This design comes from an exercise in tuning for small area on the open sky130 flow, not from production work.
Function was checked by simulation only, so behaviour that the tests miss may differ from the original.
The clock port is modelled as an ideal driver; clocking choices that lean on that would not hold on a real chip.

--- design.v ---
module twiddle_mul_stage4 (
    input  logic               clk,
    input  logic               rst,
    input  logic               in_valid,
    input  logic               in_start,
    input  logic signed [15:0] in_r,
    input  logic signed [15:0] in_i,
    output logic [1:0]         rom_4_counter,
    input  logic signed [8:0]  w_r,
    input  logic signed [8:0]  w_i,
    output logic               out_valid,
    output logic               out_last,
    output logic signed [15:0] out_r,
    output logic signed [15:0] out_i
);
    logic [4:0] cnt_q;
    wire  [4:0] cnt_eff = (in_valid && in_start) ? 5'd0 : cnt_q;
    assign rom_4_counter = cnt_eff[2] ? cnt_eff[1:0] : 2'd0;
    always_ff @(posedge clk) begin
        if (rst)
            cnt_q <= 5'd0;
        else if (in_valid)
            cnt_q <= cnt_eff + 5'd1;
    end
    logic v1_q, v2_q, l1_q, l2_q, out_valid_q, out_last_q;
    always_ff @(posedge clk) begin
        if (rst) begin
            v1_q        <= 1'b0;
            v2_q        <= 1'b0;
            out_valid_q <= 1'b0;
            out_last_q  <= 1'b0;
        end else begin
            v1_q        <= in_valid;
            v2_q        <= v1_q;
            out_valid_q <= v2_q;
            out_last_q  <= v2_q & l2_q;
        end
    end
    always_ff @(posedge clk) begin
        l1_q <= (cnt_eff == 5'd31);
        l2_q <= l1_q;
    end
    logic [15:0] ma, mb;
    logic [8:0]  mc, md;
    always_ff @(posedge clk) begin
        ma <= in_r;
        mb <= in_i;
        mc <= w_r;
        md <= w_i;
    end
    wire ecw0 = mc[1] & ~mc[0];
    wire eco1 = mc[2] ^ mc[1];
    wire ecw2 = (mc[3] & ~mc[2] & ~mc[1]) | (~mc[3] & mc[2] & mc[1]);
    wire eco3 = mc[4] ^ mc[3];
    wire ecw4 = (mc[5] & ~mc[4] & ~mc[3]) | (~mc[5] & mc[4] & mc[3]);
    wire eco5 = mc[6] ^ mc[5];
    wire ecw6 = (mc[7] & ~mc[6] & ~mc[5]) | (~mc[7] & mc[6] & mc[5]);
    wire eco7 = mc[8] ^ mc[7];
    wire edw8 = md[1] & ~md[0];
    wire edo9 = md[2] ^ md[1];
    wire edw10 = (md[3] & ~md[2] & ~md[1]) | (~md[3] & md[2] & md[1]);
    wire edo11 = md[4] ^ md[3];
    wire edw12 = (md[5] & ~md[4] & ~md[3]) | (~md[5] & md[4] & md[3]);
    wire edo13 = md[6] ^ md[5];
    wire edw14 = (md[7] & ~md[6] & ~md[5]) | (~md[7] & md[6] & md[5]);
    wire edo15 = md[8] ^ md[7];
    wire [16:0] rw16;
    tw_row2 u_rw16 (.x(ma), .s1(mc[0]), .s2(ecw0), .n(mc[1]), .p(rw16));
    wire [16:0] rw17;
    tw_row2 u_rw17 (.x(ma), .s1(eco1), .s2(ecw2), .n(mc[3]), .p(rw17));
    wire [16:0] rw18;
    tw_row2 u_rw18 (.x(ma), .s1(eco3), .s2(ecw4), .n(mc[5]), .p(rw18));
    wire [16:0] rw19;
    tw_row2 u_rw19 (.x(ma), .s1(eco5), .s2(ecw6), .n(mc[7]), .p(rw19));
    wire [15:0] rw20;
    tw_row1 u_rw20 (.x(ma), .s(eco7), .n(mc[8]), .p(rw20));
    wire nn21 = ~md[1];
    wire [16:0] rw22;
    tw_row2 u_rw22 (.x(mb), .s1(md[0]), .s2(edw8), .n(nn21), .p(rw22));
    wire nn23 = ~md[3];
    wire [16:0] rw24;
    tw_row2 u_rw24 (.x(mb), .s1(edo9), .s2(edw10), .n(nn23), .p(rw24));
    wire nn25 = ~md[5];
    wire [16:0] rw26;
    tw_row2 u_rw26 (.x(mb), .s1(edo11), .s2(edw12), .n(nn25), .p(rw26));
    wire nn27 = ~md[7];
    wire [16:0] rw28;
    tw_row2 u_rw28 (.x(mb), .s1(edo13), .s2(edw14), .n(nn27), .p(rw28));
    wire nn29 = ~md[8];
    wire [15:0] rw30;
    tw_row1 u_rw30 (.x(mb), .s(edo15), .n(nn29), .p(rw30));
    wire ci31 = ~rw17[15];
    wire ci32 = ~rw17[16];
    wire ci33 = ~rw18[16];
    wire ci34 = ~rw19[16];
    wire h35, h36;
    tw_ha u_h35 (.a(rw16[6]), .b(rw17[4]), .s(h35), .co(h36));
    wire f37, f38;
    tw_fa u_f37 (.a(rw16[8]), .b(rw17[6]), .c(rw18[4]), .s(f37), .co(f38));
    wire h39, h40;
    tw_ha u_h39 (.a(rw19[2]), .b(rw20[0]), .s(h39), .co(h40));
    wire f41, f42;
    tw_fa u_f41 (.a(rw16[9]), .b(rw17[7]), .c(rw18[5]), .s(f41), .co(f42));
    wire h43, h44;
    tw_ha u_h43 (.a(rw19[3]), .b(rw20[1]), .s(h43), .co(h44));
    wire f45, f46;
    tw_fa u_f45 (.a(rw16[10]), .b(rw17[8]), .c(rw18[6]), .s(f45), .co(f46));
    wire h47, h48;
    tw_ha u_h47 (.a(rw19[4]), .b(rw20[2]), .s(h47), .co(h48));
    wire f49, f50;
    tw_fa u_f49 (.a(rw16[11]), .b(rw17[9]), .c(rw18[7]), .s(f49), .co(f50));
    wire h51, h52;
    tw_ha u_h51 (.a(rw19[5]), .b(rw20[3]), .s(h51), .co(h52));
    wire f53, f54;
    tw_fa u_f53 (.a(rw16[12]), .b(rw17[10]), .c(rw18[8]), .s(f53), .co(f54));
    wire h55, h56;
    tw_ha u_h55 (.a(rw19[6]), .b(rw20[4]), .s(h55), .co(h56));
    wire f57, f58;
    tw_fa u_f57 (.a(rw16[13]), .b(rw17[11]), .c(rw18[9]), .s(f57), .co(f58));
    wire h59, h60;
    tw_ha u_h59 (.a(rw19[7]), .b(rw20[5]), .s(h59), .co(h60));
    wire f61, f62;
    tw_fa u_f61 (.a(rw16[14]), .b(rw17[12]), .c(rw18[10]), .s(f61), .co(f62));
    wire h63, h64;
    tw_ha u_h63 (.a(rw19[8]), .b(rw20[6]), .s(h63), .co(h64));
    wire f65, f66;
    tw_fa u_f65 (.a(rw16[15]), .b(rw17[13]), .c(rw18[11]), .s(f65), .co(f66));
    wire h67, h68;
    tw_ha u_h67 (.a(rw19[9]), .b(rw20[7]), .s(h67), .co(h68));
    wire f69, f70;
    tw_fa u_f69 (.a(rw16[16]), .b(rw17[14]), .c(rw18[12]), .s(f69), .co(f70));
    wire h71, h72;
    tw_ha u_h71 (.a(rw19[10]), .b(rw20[8]), .s(h71), .co(h72));
    wire h73, h74;
    tw_ha u_h73 (.a(rw18[13]), .b(rw19[11]), .s(h73), .co(h74));
    wire h75, h76;
    tw_ha u_h75 (.a(rw18[14]), .b(rw19[12]), .s(h75), .co(h76));
    wire f77, f78;
    tw_fa u_f77 (.a(rw16[4]), .b(rw17[2]), .c(rw18[0]), .s(f77), .co(f78));
    wire h79, h80;
    tw_ha u_h79 (.a(rw16[5]), .b(rw17[3]), .s(h79), .co(h80));
    wire f81, f82;
    tw_fa u_f81 (.a(h35), .b(rw18[2]), .c(rw19[0]), .s(f81), .co(f82));
    wire f83, f84;
    tw_fa u_f83 (.a(mc[7]), .b(rw22[6]), .c(rw24[4]), .s(f83), .co(f84));
    wire f85, f86;
    tw_fa u_f85 (.a(h36), .b(rw16[7]), .c(rw17[5]), .s(f85), .co(f86));
    wire f87, f88;
    tw_fa u_f87 (.a(rw18[3]), .b(rw19[1]), .c(rw22[7]), .s(f87), .co(f88));
    wire h89, h90;
    tw_ha u_h89 (.a(rw24[5]), .b(rw26[3]), .s(h89), .co(h90));
    wire f91, f92;
    tw_fa u_f91 (.a(f37), .b(h39), .c(mc[8]), .s(f91), .co(f92));
    wire f93, f94;
    tw_fa u_f93 (.a(rw22[8]), .b(rw24[6]), .c(rw26[4]), .s(f93), .co(f94));
    wire f95, f96;
    tw_fa u_f95 (.a(rw28[2]), .b(rw30[0]), .c(nn29), .s(f95), .co(f96));
    wire f97, f98;
    tw_fa u_f97 (.a(f38), .b(h40), .c(f41), .s(f97), .co(f98));
    wire f99, f100;
    tw_fa u_f99 (.a(h43), .b(rw22[9]), .c(rw24[7]), .s(f99), .co(f100));
    wire f101, f102;
    tw_fa u_f101 (.a(rw26[5]), .b(rw28[3]), .c(rw30[1]), .s(f101), .co(f102));
    wire f103, f104;
    tw_fa u_f103 (.a(f42), .b(h44), .c(f45), .s(f103), .co(f104));
    wire f105, f106;
    tw_fa u_f105 (.a(h47), .b(rw22[10]), .c(rw24[8]), .s(f105), .co(f106));
    wire f107, f108;
    tw_fa u_f107 (.a(rw26[6]), .b(rw28[4]), .c(rw30[2]), .s(f107), .co(f108));
    wire f109, f110;
    tw_fa u_f109 (.a(f46), .b(h48), .c(f49), .s(f109), .co(f110));
    wire f111, f112;
    tw_fa u_f111 (.a(h51), .b(rw22[11]), .c(rw24[9]), .s(f111), .co(f112));
    wire f113, f114;
    tw_fa u_f113 (.a(rw26[7]), .b(rw28[5]), .c(rw30[3]), .s(f113), .co(f114));
    wire f115, f116;
    tw_fa u_f115 (.a(f50), .b(h52), .c(f53), .s(f115), .co(f116));
    wire f117, f118;
    tw_fa u_f117 (.a(h55), .b(rw22[12]), .c(rw24[10]), .s(f117), .co(f118));
    wire f119, f120;
    tw_fa u_f119 (.a(rw26[8]), .b(rw28[6]), .c(rw30[4]), .s(f119), .co(f120));
    wire f121, f122;
    tw_fa u_f121 (.a(f54), .b(h56), .c(f57), .s(f121), .co(f122));
    wire f123, f124;
    tw_fa u_f123 (.a(h59), .b(rw22[13]), .c(rw24[11]), .s(f123), .co(f124));
    wire f125, f126;
    tw_fa u_f125 (.a(rw26[9]), .b(rw28[7]), .c(rw30[5]), .s(f125), .co(f126));
    wire f127, f128;
    tw_fa u_f127 (.a(f58), .b(h60), .c(f61), .s(f127), .co(f128));
    wire f129, f130;
    tw_fa u_f129 (.a(h63), .b(rw22[14]), .c(rw24[12]), .s(f129), .co(f130));
    wire f131, f132;
    tw_fa u_f131 (.a(rw26[10]), .b(rw28[8]), .c(rw30[6]), .s(f131), .co(f132));
    wire f133, f134;
    tw_fa u_f133 (.a(f62), .b(h64), .c(f65), .s(f133), .co(f134));
    wire f135, f136;
    tw_fa u_f135 (.a(h67), .b(rw22[15]), .c(rw24[13]), .s(f135), .co(f136));
    wire f137, f138;
    tw_fa u_f137 (.a(rw26[11]), .b(rw28[9]), .c(rw30[7]), .s(f137), .co(f138));
    wire f139, f140;
    tw_fa u_f139 (.a(f66), .b(h68), .c(f69), .s(f139), .co(f140));
    wire f141, f142;
    tw_fa u_f141 (.a(h71), .b(rw22[16]), .c(rw24[14]), .s(f141), .co(f142));
    wire f143, f144;
    tw_fa u_f143 (.a(rw26[12]), .b(rw28[10]), .c(rw30[8]), .s(f143), .co(f144));
    wire f145, f146;
    tw_fa u_f145 (.a(f70), .b(h72), .c(h73), .s(f145), .co(f146));
    wire f147, f148;
    tw_fa u_f147 (.a(rw20[9]), .b(rw24[15]), .c(rw26[13]), .s(f147), .co(f148));
    wire f149, f150;
    tw_fa u_f149 (.a(rw28[11]), .b(rw30[9]), .c(ci31), .s(f149), .co(f150));
    wire f151, f152;
    tw_fa u_f151 (.a(h74), .b(h75), .c(rw20[10]), .s(f151), .co(f152));
    wire f153, f154;
    tw_fa u_f153 (.a(rw24[16]), .b(rw26[14]), .c(rw28[12]), .s(f153), .co(f154));
    wire f155, f156;
    tw_fa u_f155 (.a(rw30[10]), .b(rw17[15]), .c(ci32), .s(f155), .co(f156));
    wire f157, f158;
    tw_fa u_f157 (.a(h76), .b(rw18[15]), .c(rw19[13]), .s(f157), .co(f158));
    wire f159, f160;
    tw_fa u_f159 (.a(rw20[11]), .b(rw26[15]), .c(rw28[13]), .s(f159), .co(f160));
    wire h161, h162;
    tw_ha u_h161 (.a(rw30[11]), .b(rw17[16]), .s(h161), .co(h162));
    wire f163, f164;
    tw_fa u_f163 (.a(rw19[14]), .b(rw20[12]), .c(rw26[16]), .s(f163), .co(f164));
    wire h165, h166;
    tw_ha u_h165 (.a(rw28[14]), .b(rw30[12]), .s(h165), .co(h166));
    wire h167, h168;
    tw_ha u_h167 (.a(rw19[15]), .b(rw20[13]), .s(h167), .co(h168));
    wire f169, f170;
    tw_fa u_f169 (.a(rw16[2]), .b(rw17[0]), .c(mc[3]), .s(f169), .co(f170));
    wire h171, h172;
    tw_ha u_h171 (.a(rw16[3]), .b(rw17[1]), .s(h171), .co(h172));
    wire f173, f174;
    tw_fa u_f173 (.a(f77), .b(mc[5]), .c(rw22[4]), .s(f173), .co(f174));
    wire h175, h176;
    tw_ha u_h175 (.a(rw24[2]), .b(rw26[0]), .s(h175), .co(h176));
    wire f177, f178;
    tw_fa u_f177 (.a(f78), .b(h79), .c(rw18[1]), .s(f177), .co(f178));
    wire f179, f180;
    tw_fa u_f179 (.a(rw22[5]), .b(rw24[3]), .c(rw26[1]), .s(f179), .co(f180));
    wire f181, f182;
    tw_fa u_f181 (.a(h80), .b(f81), .c(f83), .s(f181), .co(f182));
    wire f183, f184;
    tw_fa u_f183 (.a(rw26[2]), .b(rw28[0]), .c(nn27), .s(f183), .co(f184));
    wire f185, f186;
    tw_fa u_f185 (.a(f82), .b(f84), .c(f85), .s(f185), .co(f186));
    wire f187, f188;
    tw_fa u_f187 (.a(f87), .b(h89), .c(rw28[1]), .s(f187), .co(f188));
    wire f189, f190;
    tw_fa u_f189 (.a(f86), .b(f88), .c(h90), .s(f189), .co(f190));
    wire f191, f192;
    tw_fa u_f191 (.a(f91), .b(f93), .c(f95), .s(f191), .co(f192));
    wire f193, f194;
    tw_fa u_f193 (.a(f92), .b(f94), .c(f96), .s(f193), .co(f194));
    wire f195, f196;
    tw_fa u_f195 (.a(f97), .b(f99), .c(f101), .s(f195), .co(f196));
    wire f197, f198;
    tw_fa u_f197 (.a(f98), .b(f100), .c(f102), .s(f197), .co(f198));
    wire f199, f200;
    tw_fa u_f199 (.a(f103), .b(f105), .c(f107), .s(f199), .co(f200));
    wire f201, f202;
    tw_fa u_f201 (.a(f104), .b(f106), .c(f108), .s(f201), .co(f202));
    wire f203, f204;
    tw_fa u_f203 (.a(f109), .b(f111), .c(f113), .s(f203), .co(f204));
    wire f205, f206;
    tw_fa u_f205 (.a(f110), .b(f112), .c(f114), .s(f205), .co(f206));
    wire f207, f208;
    tw_fa u_f207 (.a(f115), .b(f117), .c(f119), .s(f207), .co(f208));
    wire f209, f210;
    tw_fa u_f209 (.a(f116), .b(f118), .c(f120), .s(f209), .co(f210));
    wire f211, f212;
    tw_fa u_f211 (.a(f121), .b(f123), .c(f125), .s(f211), .co(f212));
    wire f213, f214;
    tw_fa u_f213 (.a(f122), .b(f124), .c(f126), .s(f213), .co(f214));
    wire f215, f216;
    tw_fa u_f215 (.a(f127), .b(f129), .c(f131), .s(f215), .co(f216));
    wire f217, f218;
    tw_fa u_f217 (.a(f128), .b(f130), .c(f132), .s(f217), .co(f218));
    wire f219, f220;
    tw_fa u_f219 (.a(f133), .b(f135), .c(f137), .s(f219), .co(f220));
    wire f221, f222;
    tw_fa u_f221 (.a(f134), .b(f136), .c(f138), .s(f221), .co(f222));
    wire f223, f224;
    tw_fa u_f223 (.a(f139), .b(f141), .c(f143), .s(f223), .co(f224));
    wire f225, f226;
    tw_fa u_f225 (.a(f140), .b(f142), .c(f144), .s(f225), .co(f226));
    wire f227, f228;
    tw_fa u_f227 (.a(f145), .b(f147), .c(f149), .s(f227), .co(f228));
    wire f229, f230;
    tw_fa u_f229 (.a(f146), .b(f148), .c(f150), .s(f229), .co(f230));
    wire f231, f232;
    tw_fa u_f231 (.a(f151), .b(f153), .c(f155), .s(f231), .co(f232));
    wire f233, f234;
    tw_fa u_f233 (.a(f152), .b(f154), .c(f156), .s(f233), .co(f234));
    wire f235, f236;
    tw_fa u_f235 (.a(f157), .b(f159), .c(h161), .s(f235), .co(f236));
    wire f237, f238;
    tw_fa u_f237 (.a(f158), .b(f160), .c(h162), .s(f237), .co(f238));
    wire f239, f240;
    tw_fa u_f239 (.a(f163), .b(h165), .c(ci33), .s(f239), .co(f240));
    wire f241, f242;
    tw_fa u_f241 (.a(f164), .b(h166), .c(h167), .s(f241), .co(f242));
    wire f243, f244;
    tw_fa u_f243 (.a(rw28[15]), .b(rw30[13]), .c(rw18[16]), .s(f243), .co(f244));
    wire f245, f246;
    tw_fa u_f245 (.a(h168), .b(rw20[14]), .c(rw28[16]), .s(f245), .co(f246));
    wire h247, h248;
    tw_ha u_h247 (.a(rw30[14]), .b(ci34), .s(h247), .co(h248));
    wire h249, h250;
    tw_ha u_h249 (.a(rw20[15]), .b(rw30[15]), .s(h249), .co(h250));
    wire h251, h252;
    tw_ha u_h251 (.a(rw16[0]), .b(mc[1]), .s(h251), .co(h252));
    wire h253, h254;
    tw_ha u_h253 (.a(f169), .b(rw22[2]), .s(h253), .co(h254));
    wire f255, f256;
    tw_fa u_f255 (.a(f170), .b(h171), .c(rw22[3]), .s(f255), .co(f256));
    wire f257, f258;
    tw_fa u_f257 (.a(h172), .b(f173), .c(h175), .s(f257), .co(f258));
    wire f259, f260;
    tw_fa u_f259 (.a(f174), .b(h176), .c(f177), .s(f259), .co(f260));
    wire f261, f262;
    tw_fa u_f261 (.a(f178), .b(f180), .c(f181), .s(f261), .co(f262));
    wire f263, f264;
    tw_fa u_f263 (.a(f182), .b(f184), .c(f185), .s(f263), .co(f264));
    wire f265, f266;
    tw_fa u_f265 (.a(f186), .b(f188), .c(f189), .s(f265), .co(f266));
    wire f267, f268;
    tw_fa u_f267 (.a(f190), .b(f192), .c(f193), .s(f267), .co(f268));
    wire f269, f270;
    tw_fa u_f269 (.a(f194), .b(f196), .c(f197), .s(f269), .co(f270));
    wire f271, f272;
    tw_fa u_f271 (.a(f198), .b(f200), .c(f201), .s(f271), .co(f272));
    wire f273, f274;
    tw_fa u_f273 (.a(f202), .b(f204), .c(f205), .s(f273), .co(f274));
    wire f275, f276;
    tw_fa u_f275 (.a(f206), .b(f208), .c(f209), .s(f275), .co(f276));
    wire f277, f278;
    tw_fa u_f277 (.a(f210), .b(f212), .c(f213), .s(f277), .co(f278));
    wire f279, f280;
    tw_fa u_f279 (.a(f214), .b(f216), .c(f217), .s(f279), .co(f280));
    wire f281, f282;
    tw_fa u_f281 (.a(f218), .b(f220), .c(f221), .s(f281), .co(f282));
    wire f283, f284;
    tw_fa u_f283 (.a(f222), .b(f224), .c(f225), .s(f283), .co(f284));
    wire f285, f286;
    tw_fa u_f285 (.a(f226), .b(f228), .c(f229), .s(f285), .co(f286));
    wire f287, f288;
    tw_fa u_f287 (.a(f230), .b(f232), .c(f233), .s(f287), .co(f288));
    wire f289, f290;
    tw_fa u_f289 (.a(f234), .b(f236), .c(f237), .s(f289), .co(f290));
    wire f291, f292;
    tw_fa u_f291 (.a(f238), .b(f240), .c(f241), .s(f291), .co(f292));
    wire f293, f294;
    tw_fa u_f293 (.a(f242), .b(f244), .c(f245), .s(f293), .co(f294));
    wire f295, f296;
    tw_fa u_f295 (.a(f246), .b(h248), .c(h249), .s(f295), .co(f296));
    wire h297, h298;
    tw_ha u_h297 (.a(h251), .b(rw22[0]), .s(h297), .co(h298));
    wire f299, f300;
    tw_fa u_f299 (.a(h252), .b(rw16[1]), .c(rw22[1]), .s(f299), .co(f300));
    wire f301, f302;
    tw_fa u_f301 (.a(h253), .b(rw24[0]), .c(nn23), .s(f301), .co(f302));
    wire f303, f304;
    tw_fa u_f303 (.a(h254), .b(f255), .c(rw24[1]), .s(f303), .co(f304));
    wire f305, f306;
    tw_fa u_f305 (.a(f256), .b(f257), .c(nn25), .s(f305), .co(f306));
    wire f307, f308;
    tw_fa u_f307 (.a(f258), .b(f259), .c(f179), .s(f307), .co(f308));
    wire f309, f310;
    tw_fa u_f309 (.a(f260), .b(f261), .c(f183), .s(f309), .co(f310));
    wire f311, f312;
    tw_fa u_f311 (.a(f262), .b(f263), .c(f187), .s(f311), .co(f312));
    wire f313, f314;
    tw_fa u_f313 (.a(f264), .b(f265), .c(f191), .s(f313), .co(f314));
    wire f315, f316;
    tw_fa u_f315 (.a(f266), .b(f267), .c(f195), .s(f315), .co(f316));
    wire f317, f318;
    tw_fa u_f317 (.a(f268), .b(f269), .c(f199), .s(f317), .co(f318));
    wire f319, f320;
    tw_fa u_f319 (.a(f270), .b(f271), .c(f203), .s(f319), .co(f320));
    wire f321, f322;
    tw_fa u_f321 (.a(f272), .b(f273), .c(f207), .s(f321), .co(f322));
    wire f323, f324;
    tw_fa u_f323 (.a(f274), .b(f275), .c(f211), .s(f323), .co(f324));
    wire f325, f326;
    tw_fa u_f325 (.a(f276), .b(f277), .c(f215), .s(f325), .co(f326));
    wire f327, f328;
    tw_fa u_f327 (.a(f278), .b(f279), .c(f219), .s(f327), .co(f328));
    wire f329, f330;
    tw_fa u_f329 (.a(f280), .b(f281), .c(f223), .s(f329), .co(f330));
    wire f331, f332;
    tw_fa u_f331 (.a(f282), .b(f283), .c(f227), .s(f331), .co(f332));
    wire f333, f334;
    tw_fa u_f333 (.a(f284), .b(f285), .c(f231), .s(f333), .co(f334));
    wire f335, f336;
    tw_fa u_f335 (.a(f286), .b(f287), .c(f235), .s(f335), .co(f336));
    wire f337, f338;
    tw_fa u_f337 (.a(f288), .b(f289), .c(f239), .s(f337), .co(f338));
    wire f339, f340;
    tw_fa u_f339 (.a(f290), .b(f291), .c(f243), .s(f339), .co(f340));
    wire f341, f342;
    tw_fa u_f341 (.a(f292), .b(f293), .c(h247), .s(f341), .co(f342));
    wire f343, f344;
    tw_fa u_f343 (.a(f294), .b(f295), .c(rw19[16]), .s(f343), .co(f344));
    wire h345, h346;
    tw_ha u_h345 (.a(f296), .b(h250), .s(h345), .co(h346));
    wire [25:0] rsa = {h346, f344, f342, f340, f338, f336, f334, f332, f330, f328, f326, f324, f322, f320, f318, f316, f314, f312, f310, f308, f306, f304, f302, f300, h298, h297};
    wire [25:0] rsb = {1'b1, h345, f343, f341, f339, f337, f335, f333, f331, f329, f327, f325, f323, f321, f319, f317, f315, f313, f311, f309, f307, f305, f303, f301, f299, nn21};
    wire [25:0] re_sum = rsa + rsb;
    wire [16:0] rw347;
    tw_row2 u_rw347 (.x(ma), .s1(md[0]), .s2(edw8), .n(md[1]), .p(rw347));
    wire [16:0] rw348;
    tw_row2 u_rw348 (.x(ma), .s1(edo9), .s2(edw10), .n(md[3]), .p(rw348));
    wire [16:0] rw349;
    tw_row2 u_rw349 (.x(ma), .s1(edo11), .s2(edw12), .n(md[5]), .p(rw349));
    wire [16:0] rw350;
    tw_row2 u_rw350 (.x(ma), .s1(edo13), .s2(edw14), .n(md[7]), .p(rw350));
    wire [15:0] rw351;
    tw_row1 u_rw351 (.x(ma), .s(edo15), .n(md[8]), .p(rw351));
    wire [16:0] rw352;
    tw_row2 u_rw352 (.x(mb), .s1(mc[0]), .s2(ecw0), .n(mc[1]), .p(rw352));
    wire [16:0] rw353;
    tw_row2 u_rw353 (.x(mb), .s1(eco1), .s2(ecw2), .n(mc[3]), .p(rw353));
    wire [16:0] rw354;
    tw_row2 u_rw354 (.x(mb), .s1(eco3), .s2(ecw4), .n(mc[5]), .p(rw354));
    wire [16:0] rw355;
    tw_row2 u_rw355 (.x(mb), .s1(eco5), .s2(ecw6), .n(mc[7]), .p(rw355));
    wire [15:0] rw356;
    tw_row1 u_rw356 (.x(mb), .s(eco7), .n(mc[8]), .p(rw356));
    wire ci357 = ~rw348[15];
    wire ci358 = ~rw348[16];
    wire ci359 = ~rw349[16];
    wire ci360 = ~rw350[16];
    wire h361, h362;
    tw_ha u_h361 (.a(rw347[6]), .b(rw348[4]), .s(h361), .co(h362));
    wire f363, f364;
    tw_fa u_f363 (.a(rw347[8]), .b(rw348[6]), .c(rw349[4]), .s(f363), .co(f364));
    wire h365, h366;
    tw_ha u_h365 (.a(rw350[2]), .b(rw351[0]), .s(h365), .co(h366));
    wire f367, f368;
    tw_fa u_f367 (.a(rw347[9]), .b(rw348[7]), .c(rw349[5]), .s(f367), .co(f368));
    wire h369, h370;
    tw_ha u_h369 (.a(rw350[3]), .b(rw351[1]), .s(h369), .co(h370));
    wire f371, f372;
    tw_fa u_f371 (.a(rw347[10]), .b(rw348[8]), .c(rw349[6]), .s(f371), .co(f372));
    wire h373, h374;
    tw_ha u_h373 (.a(rw350[4]), .b(rw351[2]), .s(h373), .co(h374));
    wire f375, f376;
    tw_fa u_f375 (.a(rw347[11]), .b(rw348[9]), .c(rw349[7]), .s(f375), .co(f376));
    wire h377, h378;
    tw_ha u_h377 (.a(rw350[5]), .b(rw351[3]), .s(h377), .co(h378));
    wire f379, f380;
    tw_fa u_f379 (.a(rw347[12]), .b(rw348[10]), .c(rw349[8]), .s(f379), .co(f380));
    wire h381, h382;
    tw_ha u_h381 (.a(rw350[6]), .b(rw351[4]), .s(h381), .co(h382));
    wire f383, f384;
    tw_fa u_f383 (.a(rw347[13]), .b(rw348[11]), .c(rw349[9]), .s(f383), .co(f384));
    wire h385, h386;
    tw_ha u_h385 (.a(rw350[7]), .b(rw351[5]), .s(h385), .co(h386));
    wire f387, f388;
    tw_fa u_f387 (.a(rw347[14]), .b(rw348[12]), .c(rw349[10]), .s(f387), .co(f388));
    wire h389, h390;
    tw_ha u_h389 (.a(rw350[8]), .b(rw351[6]), .s(h389), .co(h390));
    wire f391, f392;
    tw_fa u_f391 (.a(rw347[15]), .b(rw348[13]), .c(rw349[11]), .s(f391), .co(f392));
    wire h393, h394;
    tw_ha u_h393 (.a(rw350[9]), .b(rw351[7]), .s(h393), .co(h394));
    wire f395, f396;
    tw_fa u_f395 (.a(rw347[16]), .b(rw348[14]), .c(rw349[12]), .s(f395), .co(f396));
    wire h397, h398;
    tw_ha u_h397 (.a(rw350[10]), .b(rw351[8]), .s(h397), .co(h398));
    wire h399, h400;
    tw_ha u_h399 (.a(rw349[13]), .b(rw350[11]), .s(h399), .co(h400));
    wire h401, h402;
    tw_ha u_h401 (.a(rw349[14]), .b(rw350[12]), .s(h401), .co(h402));
    wire f403, f404;
    tw_fa u_f403 (.a(rw347[4]), .b(rw348[2]), .c(rw349[0]), .s(f403), .co(f404));
    wire h405, h406;
    tw_ha u_h405 (.a(rw347[5]), .b(rw348[3]), .s(h405), .co(h406));
    wire f407, f408;
    tw_fa u_f407 (.a(h361), .b(rw349[2]), .c(rw350[0]), .s(f407), .co(f408));
    wire f409, f410;
    tw_fa u_f409 (.a(md[7]), .b(rw352[6]), .c(rw353[4]), .s(f409), .co(f410));
    wire f411, f412;
    tw_fa u_f411 (.a(h362), .b(rw347[7]), .c(rw348[5]), .s(f411), .co(f412));
    wire f413, f414;
    tw_fa u_f413 (.a(rw349[3]), .b(rw350[1]), .c(rw352[7]), .s(f413), .co(f414));
    wire h415, h416;
    tw_ha u_h415 (.a(rw353[5]), .b(rw354[3]), .s(h415), .co(h416));
    wire f417, f418;
    tw_fa u_f417 (.a(f363), .b(h365), .c(md[8]), .s(f417), .co(f418));
    wire f419, f420;
    tw_fa u_f419 (.a(rw352[8]), .b(rw353[6]), .c(rw354[4]), .s(f419), .co(f420));
    wire f421, f422;
    tw_fa u_f421 (.a(rw355[2]), .b(rw356[0]), .c(mc[8]), .s(f421), .co(f422));
    wire f423, f424;
    tw_fa u_f423 (.a(f364), .b(h366), .c(f367), .s(f423), .co(f424));
    wire f425, f426;
    tw_fa u_f425 (.a(h369), .b(rw352[9]), .c(rw353[7]), .s(f425), .co(f426));
    wire f427, f428;
    tw_fa u_f427 (.a(rw354[5]), .b(rw355[3]), .c(rw356[1]), .s(f427), .co(f428));
    wire f429, f430;
    tw_fa u_f429 (.a(f368), .b(h370), .c(f371), .s(f429), .co(f430));
    wire f431, f432;
    tw_fa u_f431 (.a(h373), .b(rw352[10]), .c(rw353[8]), .s(f431), .co(f432));
    wire f433, f434;
    tw_fa u_f433 (.a(rw354[6]), .b(rw355[4]), .c(rw356[2]), .s(f433), .co(f434));
    wire f435, f436;
    tw_fa u_f435 (.a(f372), .b(h374), .c(f375), .s(f435), .co(f436));
    wire f437, f438;
    tw_fa u_f437 (.a(h377), .b(rw352[11]), .c(rw353[9]), .s(f437), .co(f438));
    wire f439, f440;
    tw_fa u_f439 (.a(rw354[7]), .b(rw355[5]), .c(rw356[3]), .s(f439), .co(f440));
    wire f441, f442;
    tw_fa u_f441 (.a(f376), .b(h378), .c(f379), .s(f441), .co(f442));
    wire f443, f444;
    tw_fa u_f443 (.a(h381), .b(rw352[12]), .c(rw353[10]), .s(f443), .co(f444));
    wire f445, f446;
    tw_fa u_f445 (.a(rw354[8]), .b(rw355[6]), .c(rw356[4]), .s(f445), .co(f446));
    wire f447, f448;
    tw_fa u_f447 (.a(f380), .b(h382), .c(f383), .s(f447), .co(f448));
    wire f449, f450;
    tw_fa u_f449 (.a(h385), .b(rw352[13]), .c(rw353[11]), .s(f449), .co(f450));
    wire f451, f452;
    tw_fa u_f451 (.a(rw354[9]), .b(rw355[7]), .c(rw356[5]), .s(f451), .co(f452));
    wire f453, f454;
    tw_fa u_f453 (.a(f384), .b(h386), .c(f387), .s(f453), .co(f454));
    wire f455, f456;
    tw_fa u_f455 (.a(h389), .b(rw352[14]), .c(rw353[12]), .s(f455), .co(f456));
    wire f457, f458;
    tw_fa u_f457 (.a(rw354[10]), .b(rw355[8]), .c(rw356[6]), .s(f457), .co(f458));
    wire f459, f460;
    tw_fa u_f459 (.a(f388), .b(h390), .c(f391), .s(f459), .co(f460));
    wire f461, f462;
    tw_fa u_f461 (.a(h393), .b(rw352[15]), .c(rw353[13]), .s(f461), .co(f462));
    wire f463, f464;
    tw_fa u_f463 (.a(rw354[11]), .b(rw355[9]), .c(rw356[7]), .s(f463), .co(f464));
    wire f465, f466;
    tw_fa u_f465 (.a(f392), .b(h394), .c(f395), .s(f465), .co(f466));
    wire f467, f468;
    tw_fa u_f467 (.a(h397), .b(rw352[16]), .c(rw353[14]), .s(f467), .co(f468));
    wire f469, f470;
    tw_fa u_f469 (.a(rw354[12]), .b(rw355[10]), .c(rw356[8]), .s(f469), .co(f470));
    wire f471, f472;
    tw_fa u_f471 (.a(f396), .b(h398), .c(h399), .s(f471), .co(f472));
    wire f473, f474;
    tw_fa u_f473 (.a(rw351[9]), .b(rw353[15]), .c(rw354[13]), .s(f473), .co(f474));
    wire f475, f476;
    tw_fa u_f475 (.a(rw355[11]), .b(rw356[9]), .c(ci357), .s(f475), .co(f476));
    wire f477, f478;
    tw_fa u_f477 (.a(h400), .b(h401), .c(rw351[10]), .s(f477), .co(f478));
    wire f479, f480;
    tw_fa u_f479 (.a(rw353[16]), .b(rw354[14]), .c(rw355[12]), .s(f479), .co(f480));
    wire f481, f482;
    tw_fa u_f481 (.a(rw356[10]), .b(rw348[15]), .c(ci358), .s(f481), .co(f482));
    wire f483, f484;
    tw_fa u_f483 (.a(h402), .b(rw349[15]), .c(rw350[13]), .s(f483), .co(f484));
    wire f485, f486;
    tw_fa u_f485 (.a(rw351[11]), .b(rw354[15]), .c(rw355[13]), .s(f485), .co(f486));
    wire h487, h488;
    tw_ha u_h487 (.a(rw356[11]), .b(rw348[16]), .s(h487), .co(h488));
    wire f489, f490;
    tw_fa u_f489 (.a(rw350[14]), .b(rw351[12]), .c(rw354[16]), .s(f489), .co(f490));
    wire h491, h492;
    tw_ha u_h491 (.a(rw355[14]), .b(rw356[12]), .s(h491), .co(h492));
    wire h493, h494;
    tw_ha u_h493 (.a(rw350[15]), .b(rw351[13]), .s(h493), .co(h494));
    wire f495, f496;
    tw_fa u_f495 (.a(rw347[2]), .b(rw348[0]), .c(md[3]), .s(f495), .co(f496));
    wire h497, h498;
    tw_ha u_h497 (.a(rw347[3]), .b(rw348[1]), .s(h497), .co(h498));
    wire f499, f500;
    tw_fa u_f499 (.a(f403), .b(md[5]), .c(rw352[4]), .s(f499), .co(f500));
    wire h501, h502;
    tw_ha u_h501 (.a(rw353[2]), .b(rw354[0]), .s(h501), .co(h502));
    wire f503, f504;
    tw_fa u_f503 (.a(f404), .b(h405), .c(rw349[1]), .s(f503), .co(f504));
    wire f505, f506;
    tw_fa u_f505 (.a(rw352[5]), .b(rw353[3]), .c(rw354[1]), .s(f505), .co(f506));
    wire f507, f508;
    tw_fa u_f507 (.a(h406), .b(f407), .c(f409), .s(f507), .co(f508));
    wire f509, f510;
    tw_fa u_f509 (.a(rw354[2]), .b(rw355[0]), .c(mc[7]), .s(f509), .co(f510));
    wire f511, f512;
    tw_fa u_f511 (.a(f408), .b(f410), .c(f411), .s(f511), .co(f512));
    wire f513, f514;
    tw_fa u_f513 (.a(f413), .b(h415), .c(rw355[1]), .s(f513), .co(f514));
    wire f515, f516;
    tw_fa u_f515 (.a(f412), .b(f414), .c(h416), .s(f515), .co(f516));
    wire f517, f518;
    tw_fa u_f517 (.a(f417), .b(f419), .c(f421), .s(f517), .co(f518));
    wire f519, f520;
    tw_fa u_f519 (.a(f418), .b(f420), .c(f422), .s(f519), .co(f520));
    wire f521, f522;
    tw_fa u_f521 (.a(f423), .b(f425), .c(f427), .s(f521), .co(f522));
    wire f523, f524;
    tw_fa u_f523 (.a(f424), .b(f426), .c(f428), .s(f523), .co(f524));
    wire f525, f526;
    tw_fa u_f525 (.a(f429), .b(f431), .c(f433), .s(f525), .co(f526));
    wire f527, f528;
    tw_fa u_f527 (.a(f430), .b(f432), .c(f434), .s(f527), .co(f528));
    wire f529, f530;
    tw_fa u_f529 (.a(f435), .b(f437), .c(f439), .s(f529), .co(f530));
    wire f531, f532;
    tw_fa u_f531 (.a(f436), .b(f438), .c(f440), .s(f531), .co(f532));
    wire f533, f534;
    tw_fa u_f533 (.a(f441), .b(f443), .c(f445), .s(f533), .co(f534));
    wire f535, f536;
    tw_fa u_f535 (.a(f442), .b(f444), .c(f446), .s(f535), .co(f536));
    wire f537, f538;
    tw_fa u_f537 (.a(f447), .b(f449), .c(f451), .s(f537), .co(f538));
    wire f539, f540;
    tw_fa u_f539 (.a(f448), .b(f450), .c(f452), .s(f539), .co(f540));
    wire f541, f542;
    tw_fa u_f541 (.a(f453), .b(f455), .c(f457), .s(f541), .co(f542));
    wire f543, f544;
    tw_fa u_f543 (.a(f454), .b(f456), .c(f458), .s(f543), .co(f544));
    wire f545, f546;
    tw_fa u_f545 (.a(f459), .b(f461), .c(f463), .s(f545), .co(f546));
    wire f547, f548;
    tw_fa u_f547 (.a(f460), .b(f462), .c(f464), .s(f547), .co(f548));
    wire f549, f550;
    tw_fa u_f549 (.a(f465), .b(f467), .c(f469), .s(f549), .co(f550));
    wire f551, f552;
    tw_fa u_f551 (.a(f466), .b(f468), .c(f470), .s(f551), .co(f552));
    wire f553, f554;
    tw_fa u_f553 (.a(f471), .b(f473), .c(f475), .s(f553), .co(f554));
    wire f555, f556;
    tw_fa u_f555 (.a(f472), .b(f474), .c(f476), .s(f555), .co(f556));
    wire f557, f558;
    tw_fa u_f557 (.a(f477), .b(f479), .c(f481), .s(f557), .co(f558));
    wire f559, f560;
    tw_fa u_f559 (.a(f478), .b(f480), .c(f482), .s(f559), .co(f560));
    wire f561, f562;
    tw_fa u_f561 (.a(f483), .b(f485), .c(h487), .s(f561), .co(f562));
    wire f563, f564;
    tw_fa u_f563 (.a(f484), .b(f486), .c(h488), .s(f563), .co(f564));
    wire f565, f566;
    tw_fa u_f565 (.a(f489), .b(h491), .c(ci359), .s(f565), .co(f566));
    wire f567, f568;
    tw_fa u_f567 (.a(f490), .b(h492), .c(h493), .s(f567), .co(f568));
    wire f569, f570;
    tw_fa u_f569 (.a(rw355[15]), .b(rw356[13]), .c(rw349[16]), .s(f569), .co(f570));
    wire f571, f572;
    tw_fa u_f571 (.a(h494), .b(rw351[14]), .c(rw355[16]), .s(f571), .co(f572));
    wire h573, h574;
    tw_ha u_h573 (.a(rw356[14]), .b(ci360), .s(h573), .co(h574));
    wire h575, h576;
    tw_ha u_h575 (.a(rw351[15]), .b(rw356[15]), .s(h575), .co(h576));
    wire h577, h578;
    tw_ha u_h577 (.a(rw347[0]), .b(md[1]), .s(h577), .co(h578));
    wire h579, h580;
    tw_ha u_h579 (.a(f495), .b(rw352[2]), .s(h579), .co(h580));
    wire f581, f582;
    tw_fa u_f581 (.a(f496), .b(h497), .c(rw352[3]), .s(f581), .co(f582));
    wire f583, f584;
    tw_fa u_f583 (.a(h498), .b(f499), .c(h501), .s(f583), .co(f584));
    wire f585, f586;
    tw_fa u_f585 (.a(f500), .b(h502), .c(f503), .s(f585), .co(f586));
    wire f587, f588;
    tw_fa u_f587 (.a(f504), .b(f506), .c(f507), .s(f587), .co(f588));
    wire f589, f590;
    tw_fa u_f589 (.a(f508), .b(f510), .c(f511), .s(f589), .co(f590));
    wire f591, f592;
    tw_fa u_f591 (.a(f512), .b(f514), .c(f515), .s(f591), .co(f592));
    wire f593, f594;
    tw_fa u_f593 (.a(f516), .b(f518), .c(f519), .s(f593), .co(f594));
    wire f595, f596;
    tw_fa u_f595 (.a(f520), .b(f522), .c(f523), .s(f595), .co(f596));
    wire f597, f598;
    tw_fa u_f597 (.a(f524), .b(f526), .c(f527), .s(f597), .co(f598));
    wire f599, f600;
    tw_fa u_f599 (.a(f528), .b(f530), .c(f531), .s(f599), .co(f600));
    wire f601, f602;
    tw_fa u_f601 (.a(f532), .b(f534), .c(f535), .s(f601), .co(f602));
    wire f603, f604;
    tw_fa u_f603 (.a(f536), .b(f538), .c(f539), .s(f603), .co(f604));
    wire f605, f606;
    tw_fa u_f605 (.a(f540), .b(f542), .c(f543), .s(f605), .co(f606));
    wire f607, f608;
    tw_fa u_f607 (.a(f544), .b(f546), .c(f547), .s(f607), .co(f608));
    wire f609, f610;
    tw_fa u_f609 (.a(f548), .b(f550), .c(f551), .s(f609), .co(f610));
    wire f611, f612;
    tw_fa u_f611 (.a(f552), .b(f554), .c(f555), .s(f611), .co(f612));
    wire f613, f614;
    tw_fa u_f613 (.a(f556), .b(f558), .c(f559), .s(f613), .co(f614));
    wire f615, f616;
    tw_fa u_f615 (.a(f560), .b(f562), .c(f563), .s(f615), .co(f616));
    wire f617, f618;
    tw_fa u_f617 (.a(f564), .b(f566), .c(f567), .s(f617), .co(f618));
    wire f619, f620;
    tw_fa u_f619 (.a(f568), .b(f570), .c(f571), .s(f619), .co(f620));
    wire f621, f622;
    tw_fa u_f621 (.a(f572), .b(h574), .c(h575), .s(f621), .co(f622));
    wire h623, h624;
    tw_ha u_h623 (.a(h577), .b(rw352[0]), .s(h623), .co(h624));
    wire f625, f626;
    tw_fa u_f625 (.a(h578), .b(rw347[1]), .c(rw352[1]), .s(f625), .co(f626));
    wire f627, f628;
    tw_fa u_f627 (.a(h579), .b(rw353[0]), .c(mc[3]), .s(f627), .co(f628));
    wire f629, f630;
    tw_fa u_f629 (.a(h580), .b(f581), .c(rw353[1]), .s(f629), .co(f630));
    wire f631, f632;
    tw_fa u_f631 (.a(f582), .b(f583), .c(mc[5]), .s(f631), .co(f632));
    wire f633, f634;
    tw_fa u_f633 (.a(f584), .b(f585), .c(f505), .s(f633), .co(f634));
    wire f635, f636;
    tw_fa u_f635 (.a(f586), .b(f587), .c(f509), .s(f635), .co(f636));
    wire f637, f638;
    tw_fa u_f637 (.a(f588), .b(f589), .c(f513), .s(f637), .co(f638));
    wire f639, f640;
    tw_fa u_f639 (.a(f590), .b(f591), .c(f517), .s(f639), .co(f640));
    wire f641, f642;
    tw_fa u_f641 (.a(f592), .b(f593), .c(f521), .s(f641), .co(f642));
    wire f643, f644;
    tw_fa u_f643 (.a(f594), .b(f595), .c(f525), .s(f643), .co(f644));
    wire f645, f646;
    tw_fa u_f645 (.a(f596), .b(f597), .c(f529), .s(f645), .co(f646));
    wire f647, f648;
    tw_fa u_f647 (.a(f598), .b(f599), .c(f533), .s(f647), .co(f648));
    wire f649, f650;
    tw_fa u_f649 (.a(f600), .b(f601), .c(f537), .s(f649), .co(f650));
    wire f651, f652;
    tw_fa u_f651 (.a(f602), .b(f603), .c(f541), .s(f651), .co(f652));
    wire f653, f654;
    tw_fa u_f653 (.a(f604), .b(f605), .c(f545), .s(f653), .co(f654));
    wire f655, f656;
    tw_fa u_f655 (.a(f606), .b(f607), .c(f549), .s(f655), .co(f656));
    wire f657, f658;
    tw_fa u_f657 (.a(f608), .b(f609), .c(f553), .s(f657), .co(f658));
    wire f659, f660;
    tw_fa u_f659 (.a(f610), .b(f611), .c(f557), .s(f659), .co(f660));
    wire f661, f662;
    tw_fa u_f661 (.a(f612), .b(f613), .c(f561), .s(f661), .co(f662));
    wire f663, f664;
    tw_fa u_f663 (.a(f614), .b(f615), .c(f565), .s(f663), .co(f664));
    wire f665, f666;
    tw_fa u_f665 (.a(f616), .b(f617), .c(f569), .s(f665), .co(f666));
    wire f667, f668;
    tw_fa u_f667 (.a(f618), .b(f619), .c(h573), .s(f667), .co(f668));
    wire f669, f670;
    tw_fa u_f669 (.a(f620), .b(f621), .c(rw350[16]), .s(f669), .co(f670));
    wire h671, h672;
    tw_ha u_h671 (.a(f622), .b(h576), .s(h671), .co(h672));
    wire [25:0] isa = {h672, f670, f668, f666, f664, f662, f660, f658, f656, f654, f652, f650, f648, f646, f644, f642, f640, f638, f636, f634, f632, f630, f628, f626, h624, h623};
    wire [25:0] isb = {1'b1, h671, f669, f667, f665, f663, f661, f659, f657, f655, f653, f651, f649, f647, f645, f643, f641, f639, f637, f635, f633, f631, f629, f627, f625, mc[1]};
    wire [25:0] im_sum = isa + isb;
    wire re_sat_ovf = ~(&re_sum[25:22] | ~|re_sum[25:22]);
    wire [15:0] re_sat = re_sat_ovf ? {re_sum[25], {15{~re_sum[25]}}} : re_sum[22:7];
    wire im_sat_ovf = ~(&im_sum[25:22] | ~|im_sum[25:22]);
    wire [15:0] im_sat = im_sat_ovf ? {im_sum[25], {15{~im_sum[25]}}} : im_sum[22:7];
    logic [15:0] r2_q, i2_q;
    always_ff @(posedge clk) begin
        r2_q <= re_sat;
        i2_q <= im_sat;
    end
    logic [15:0] out_r_q, out_i_q;
    always_ff @(posedge clk) begin
        if (rst) begin
            out_r_q <= 16'd0;
            out_i_q <= 16'd0;
        end else if (v2_q) begin
            out_r_q <= r2_q;
            out_i_q <= i2_q;
        end
    end
    assign out_valid = out_valid_q;
    assign out_last  = out_last_q;
    assign out_r     = out_r_q;
    assign out_i     = out_i_q;
endmodule
module tw_row2 (input logic [15:0] x, input logic s1, s2, n, output logic [16:0] p);
    wire [16:0] t = (({x[15], x} & {17{s1}}) | ({x, 1'b0} & {17{s2}})) ^ {17{n}};
    assign p = {~t[16], t[15:0]};
endmodule
module tw_row1 (input logic [15:0] x, input logic s, n, output logic [15:0] p);
    wire [15:0] t = (x & {16{s}}) ^ {16{n}};
    assign p = {~t[15], t[14:0]};
endmodule
module tw_fa (input logic a, b, c, output logic s, co);
    assign s  = a ^ b ^ c;
    assign co = (a & b) | (a & c) | (b & c);
endmodule
module tw_ha (input logic a, b, output logic s, co);
    assign s  = a ^ b;
    assign co = a & b;
endmodule
--- constraint.sdc ---
create_clock -name core_clock -period 7.0 [get_ports {clk}]
set_input_delay 1.4000 -clock core_clock [delete_from_list [all_inputs] [get_ports {clk}]]
set_output_delay 1.4000 -clock core_clock [all_outputs]
set_load 0.01 [all_outputs]
--- flow/post_cts.tcl ---
# Hooked in after CTS (POST_CTS_TCL): give back drive strength the timing
# repair did not need.
source $::env(FLOW_FLOW_DIR)/shrink.tcl
shrink_cells 0.05
--- config.mk ---
export PLATFORM = sky130hd
export DESIGN_NAME = twiddle_mul_stage4
export DESIGN_NICKNAME = twiddle_mul_stage4
export VERILOG_FILES = /design/flow/design.v
export SDC_FILE = /design/flow/constraint.sdc
export NUM_CORES = 4
export LEC_CHECK = 0
export CAP_MARGIN = 0
export CORE_MARGIN = 2
export CORE_UTILIZATION = 60
export CTS_BUF_LIST = sky130_fd_sc_hd__clkbuf_8
export PLACE_DENSITY = 0.75
export SLEW_MARGIN = 0
export SYNTH_HIERARCHICAL = 1
--- flow/run.sh ---
#!/bin/bash
# Standard synthesis, then every cell swapped to the smallest drive strength
# of its family (flow/downsize.tcl), then the standard layout steps, whose
# timing repair sizes cells back up where the clock period needs it. After
# CTS, flow/post_cts.tcl shrinks cells that have slack to spare.
set -euo pipefail
R=orfs/results/$FLOW_PLATFORM/twiddle_mul_stage4/base
export FLOW_FLOW_DIR=$PWD/flow
bash standard.sh synth > synth.log 2>&1
cp $R/1_synth.odb 1_synth_standard.odb
LIB=$(ls $FLOW_HOME/platforms/$FLOW_PLATFORM/lib/sky130_fd_sc_hd__tt_025C_1v80.lib) \
PLATFORM_DIR=$FLOW_HOME/platforms/$FLOW_PLATFORM \
IN_ODB=1_synth_standard.odb IN_SDC=$R/1_synth.sdc OUT_ODB=$R/1_synth.odb REMOVE_BUFS=1 \
  openroad -exit -no_init flow/downsize.tcl > downsize.log 2>&1
touch $R/1_synth.sdc
rm -f 1_synth_standard.odb
bash standard.sh POST_CTS_TCL=$PWD/flow/post_cts.tcl "BUFFER_PORTS_ARGS=-buffer_cell sky130_fd_sc_hd__buf_1" "CTS_ARGS=-sink_clustering_enable -repair_clock_nets -dont_use_dummy_load -sink_clustering_size 30 -sink_clustering_max_diameter 200 -buf_list sky130_fd_sc_hd__clkbuf_8" finish > layout.log 2>&1
--- flow/downsize.tcl ---
# Swap every standard cell to the smallest-area cell of the same function
# family (same name up to the drive-strength suffix), after removing the
# buffers synthesis inserted. Timing repair in the later flow steps sizes
# cells back up where the clock period needs it.
read_liberty $::env(LIB)
read_db $::env(IN_ODB)
read_sdc $::env(IN_SDC)
source $::env(PLATFORM_DIR)/setRC.tcl
set db [ord::get_db]
set block [ord::get_db_block]
set before 0.0
foreach inst [$block getInsts] {
  set m [$inst getMaster]
  set before [expr {$before + double([$m getWidth]) * [$m getHeight]}]
}
if {[info exists ::env(REMOVE_BUFS)] && $::env(REMOVE_BUFS)} {
  remove_buffers
}
array set best {}
foreach lib [$db getLibs] {
  foreach m [$lib getMasters] {
    set n [$m getName]
    if {![regexp {^(sky130_fd_sc_hd__[a-z0-9]+)_([0-9]+)$} $n -> base sz]} continue
    if {[string match *lpflow* $n] || [string match *probe* $n]} continue
    if {[get_lib_cells -quiet */$n] eq ""} continue
    set a [expr {double([$m getWidth]) * [$m getHeight]}]
    if {![info exists best($base)] || $a < [lindex $best($base) 1]} {
      set best($base) [list $m $a]
    }
  }
}
set swapped 0
foreach inst [$block getInsts] {
  set n [[$inst getMaster] getName]
  if {![regexp {^(sky130_fd_sc_hd__[a-z0-9]+)_([0-9]+)$} $n -> base sz]} continue
  if {![info exists best($base)]} continue
  set nm [lindex $best($base) 0]
  if {[$nm getName] ne $n} {
    $inst swapMaster $nm
    incr swapped
  }
}
set after 0.0
foreach inst [$block getInsts] {
  set m [$inst getMaster]
  set after [expr {$after + double([$m getWidth]) * [$m getHeight]}]
}
set dbu [$block getDbUnitsPerMicron]
puts "downsize: swapped $swapped cells, area [expr {$before/$dbu/$dbu}] -> [expr {$after/$dbu/$dbu}]"
write_db $::env(OUT_ODB)
--- flow/shrink.tcl ---
# Greedy area recovery: try each cell at the smallest drive strength of its
# family that keeps setup slack >= margin and adds no slew/cap violation.
proc shrink_cells {margin} {
  set db [ord::get_db]
  set block [ord::get_db_block]
  array set fam {}
  foreach lib [$db getLibs] {
    foreach m [$lib getMasters] {
      set n [$m getName]
      if {![regexp {^(sky130_fd_sc_hd__[a-z0-9]+)_([0-9]+)$} $n -> base sz]} continue
      if {[string match *lpflow* $n] || [string match *probe* $n]} continue
      if {[get_lib_cells -quiet */$n] eq ""} continue
      lappend fam($base) [list [expr {double([$m getWidth]) * [$m getHeight]}] $n]
    }
  }
  foreach b [array names fam] { set fam($b) [lsort -real -index 0 $fam($b)] }
  set cands {}
  foreach inst [$block getInsts] {
    set n [[$inst getMaster] getName]
    if {![regexp {^(sky130_fd_sc_hd__[a-z0-9]+)_([0-9]+)$} $n -> base sz]} continue
    if {[string match *clkbuf* $n] || [string match *clkinv* $n] || [string match *dlygate* $n] || [string match *clkdlybuf* $n]} continue
    if {![info exists fam($base)]} continue
    set m [$inst getMaster]
    set a [expr {double([$m getWidth]) * [$m getHeight]}]
    if {$a <= [lindex $fam($base) 0 0]} continue
    lappend cands [list $a [$inst getName] $base $n]
  }
  set cands [lsort -real -decreasing -index 0 $cands]
  set ws0 [sta::worst_slack_cmd max]
  set thr [expr {min($ws0, $margin * 1e-9)}]
  set vs0 [sta::max_slew_violation_count]
  set vc0 [sta::max_capacitance_violation_count]
  set saved 0.0
  set nsw 0
  foreach c $cands {
    lassign $c a iname base orig
    set inst [get_cells $iname]
    foreach alt $fam($base) {
      lassign $alt aa an
      if {$aa >= $a} break
      replace_cell $inst [get_lib_cells */$an]
      estimate_parasitics -placement
      if {[sta::worst_slack_cmd max] >= $thr && [sta::max_slew_violation_count] <= $vs0 && [sta::max_capacitance_violation_count] <= $vc0} {
        set saved [expr {$saved + $a - $aa}]
        incr nsw
        break
      }
      replace_cell $inst [get_lib_cells */$orig]
      estimate_parasitics -placement
    }
  }
  puts "shrink: resized $nsw cells, saved [format %.1f [expr {$saved / 1e6}]] um2"
}
--- standard.sh ---
#!/bin/bash
# synth_recipe.tcl (not shown) runs the flow's synth.tcl, then flattens the netlist and writes it again
# the make line also repeats each setting of config.mk as NAME=value (left out here)
make -C /OpenROAD-flow-scripts/flow DESIGN_CONFIG=/design/flow/config.mk WORK_HOME=/design/flow/orfs CLKGATE_MAP_FILE= SYNTH_SCRIPT=/design/flow/synth_recipe.tcl "${@:-finish}"
==> metrics.csv <==
metric;value;unit
crit_chain;buf_1 > a22oi_1 > xnor2_1 > fa_1 > fa_1 > fa_1 > fa_1 > fa_1 > ha_1 > a211oi_1 > o211ai_1 > a21oi_1 > o21ai_1 > a31o_1 > a21oi_1 > mux2_1 > a211oi_1 > buf_2 > o41ai_2;
min_period;6.836;ns
syn_nets;1989;
first_global_vias;14390;
setup.worst_path.end_class;flip-flop;
crit_path_frequent_cell;fa_1;
critPathKind;flip-flop to flip-flop;
hp-start;l1_q$_DFF_P_;
drt-total-wl;49040;microns
clock_latency;0.46;ns
first_pass_iters;7;
grt_pass1_wl;77050;microns
via_per_inst;6.414;
num_vias;13790;
areaGrowthSynthToFinish;10.39;%
cap_violations;0;
syn_area_per_cell;10.60;sq um
r2r_end;i2_q[13]$_DFF_P_;
cpPeakStageDelay;0.72;ns
drive_gt1_frac;0.04628;
antenna_found_initial;0;
coreArea;27550;sq um
min_path_type;flip-flop to flip-flop;
dp.cells;2131;
die_x;170.7;microns
cts.sinks;125;
cp_max_fo;15;
layout.cells.non_filler;2150;
post-route-util;0.6677;
drt-initial-drc-count;1453;
postRouteAntennaNets;0;
dp_hpwl;37170;microns
critical-path-slowest-cell;dfxtp_1;
min_path_cells;0;
crit_required;7.32;ns
gp_congestion;0.9829;
slew_viol_final;0;
r2r_cells;19;
start_util;0.6049;
final-setup-viol-count;0;
port_buffers;89;
finalHoldViolations;0;
tritoncts;yes;
dieArea;29130;sq um
die_y;170.7;microns
fmaxAchievable;146.3;MHz
slew_headroom;0.1042;
clk_pin_slew_worst_paths;0.08;ns
skew;0.02055;ns
antennaDiodeCount;0;
preCtsSetupSlack;0.05501;ns
regToRegSetupSlack;0.16;ns
nets;2190;
synth_area;16670;sq um
tightest_slew;1.344;ns
fill_cells;2217;
track_usage;0.3467;
outcome;timing/DRC/antenna clean;
remaining_drc_errors;0;
fin_crit_sh;0.9766;
synth.yosys.warnings;7;
wl_per_cell;22.81;microns
cp.arrival;7.16;ns
gr-total-overflow;0;
ios;90;
layout_setup_ws;0.1641;ns
row_count;61;
grt_max_degree;41;
postSynthCellCount;1573;
r2r-start;ma[4]$_DFF_P_;
min_to;l2_q$_DFF_P_;
startpoint_type;flip-flop;
==> worst max-delay path by stage <==
stage,from,end,slack (ns),depth (start not counted)
detailed placement,md[2]$_DFF_P_,i2_q[9]$_DFF_P_,0.06,21
global route,ma[4]$_DFF_P_,i2_q[9]$_DFF_P_,-0.003,18
global placement,md[2]$_DFF_P_,i2_q[9]$_DFF_P_,0.17,21
finish,ma[4]$_DFF_P_,i2_q[13]$_DFF_P_,0.16,19
floorplan,md[1]$_DFF_P_,i2_q[0]$_DFF_P_,0.13,19
==> per-stage QoR <==
step                cell area, sq um  hold slack [ns]  setup TNS, ns
detailed placement             18310           0.3157              0
global route                   18400           0.3574      -0.006036
global placement               18310           0.3110              0
floorplan                      16800           0.3096              0
finish                         18400           0.3298              0
==> registers in the layout, indices dropped and copies added (netlist names) <==
name,cells
v1_q,1
i2_q,16
out_last_q,1
out_r_q,16
mc,9
r2_q,16
out_i_q,16
mb,16
l2_q,1
v2_q,1
ma,16
out_valid_q,1
cnt_q,5
md,9
l1_q,1
==> placed cells by master (no fill, tap or decap), types with 6 or more instances in the layout <==
| master | n |
|---|---|
| xnor2_1 | 337 |
| fa_1 | 262 |
| a22oi_1 | 240 |
| buf_1 | 144 |
| dfxtp_1 | 115 |
| nand2_1 | 112 |
| ha_1 | 100 |
| o21ai_0 | 59 |
| nor2_1 | 56 |
| a21oi_1 | 48 |
| xor2_1 | 36 |
| mux2i_1 | 35 |
| a21o_1 | 26 |
| inv_1 | 23 |
| clkbuf_8 | 17 |
| buf_4 | 15 |
| buf_2 | 12 |
| nand3_1 | 10 |
| nand2b_1 | 10 |
| dfxtp_2 | 9 |
| nand4_1 | 8 |
| a211oi_1 | 7 |
| and2_0 | 6 |
==> final cells by class <==
class | instances | area (sq um) | share of cell area
clock buffers | 17 | 234.0 | 0.01272
inverters | 23 | 86.33 | 0.004693
multi-input cells | 1425 | 14290 | 0.7765
flip-flops and latches | 125 | 2517 | 0.1368
well taps | 378 | 473.0 | 0.02571
repair buffers | 182 | 800.8 | 0.04353
==> worst max-delay path, delay by kind of cell (launching register included) <==
kind	cells	cell delay (ns)
AOI/OAI and AO/OA	9	2.06
xor gates and xnor gates	1	0.25
adders and majority gates	6	2.77
buffers and inverters	2	0.68
DFF	1	0.72
muxes	1	0.20
==> routing by layer <==
layer  vias to the layer above  global-route usage  wire, microns
li1                       6010                   -              -
met1                      6879              0.4351          18870
met2                       758              0.5761          23300
met3                       143             0.08166           5014
met4                         0              0.1464           1845
met5                         -                   0              0

==> separate check: timing with driven ports <==
The flow's constraints put no driver on any port. The routed layout listed below was extracted and timed again, unchanged, in two steps. Step 1, drivers: a clkbuf_16 drives clk and a buf_2 each remaining input, both assumed. Step 2, shift: input delay + t, output delay - t, t = (earliest + latest rising clock arrival at the registers) / 2. This alone moves slack from input paths to output paths. Three values: ideal ports, drivers, drivers and shift; two values: the first two.
t, ns: 0.499
slack for setup (ns): 0.164 / 0.164 / 0.164
latest minus earliest clock arrival (ns): 0.023 / 0.023
slew at the worst register clock pin (ns): 0.08 / 0.08
cell pins on the clock port's net: 1
After both steps this run still meets setup and hold. The setup slack of this run moves by 0.000 ns with the drivers and by 0.000 ns with both steps.
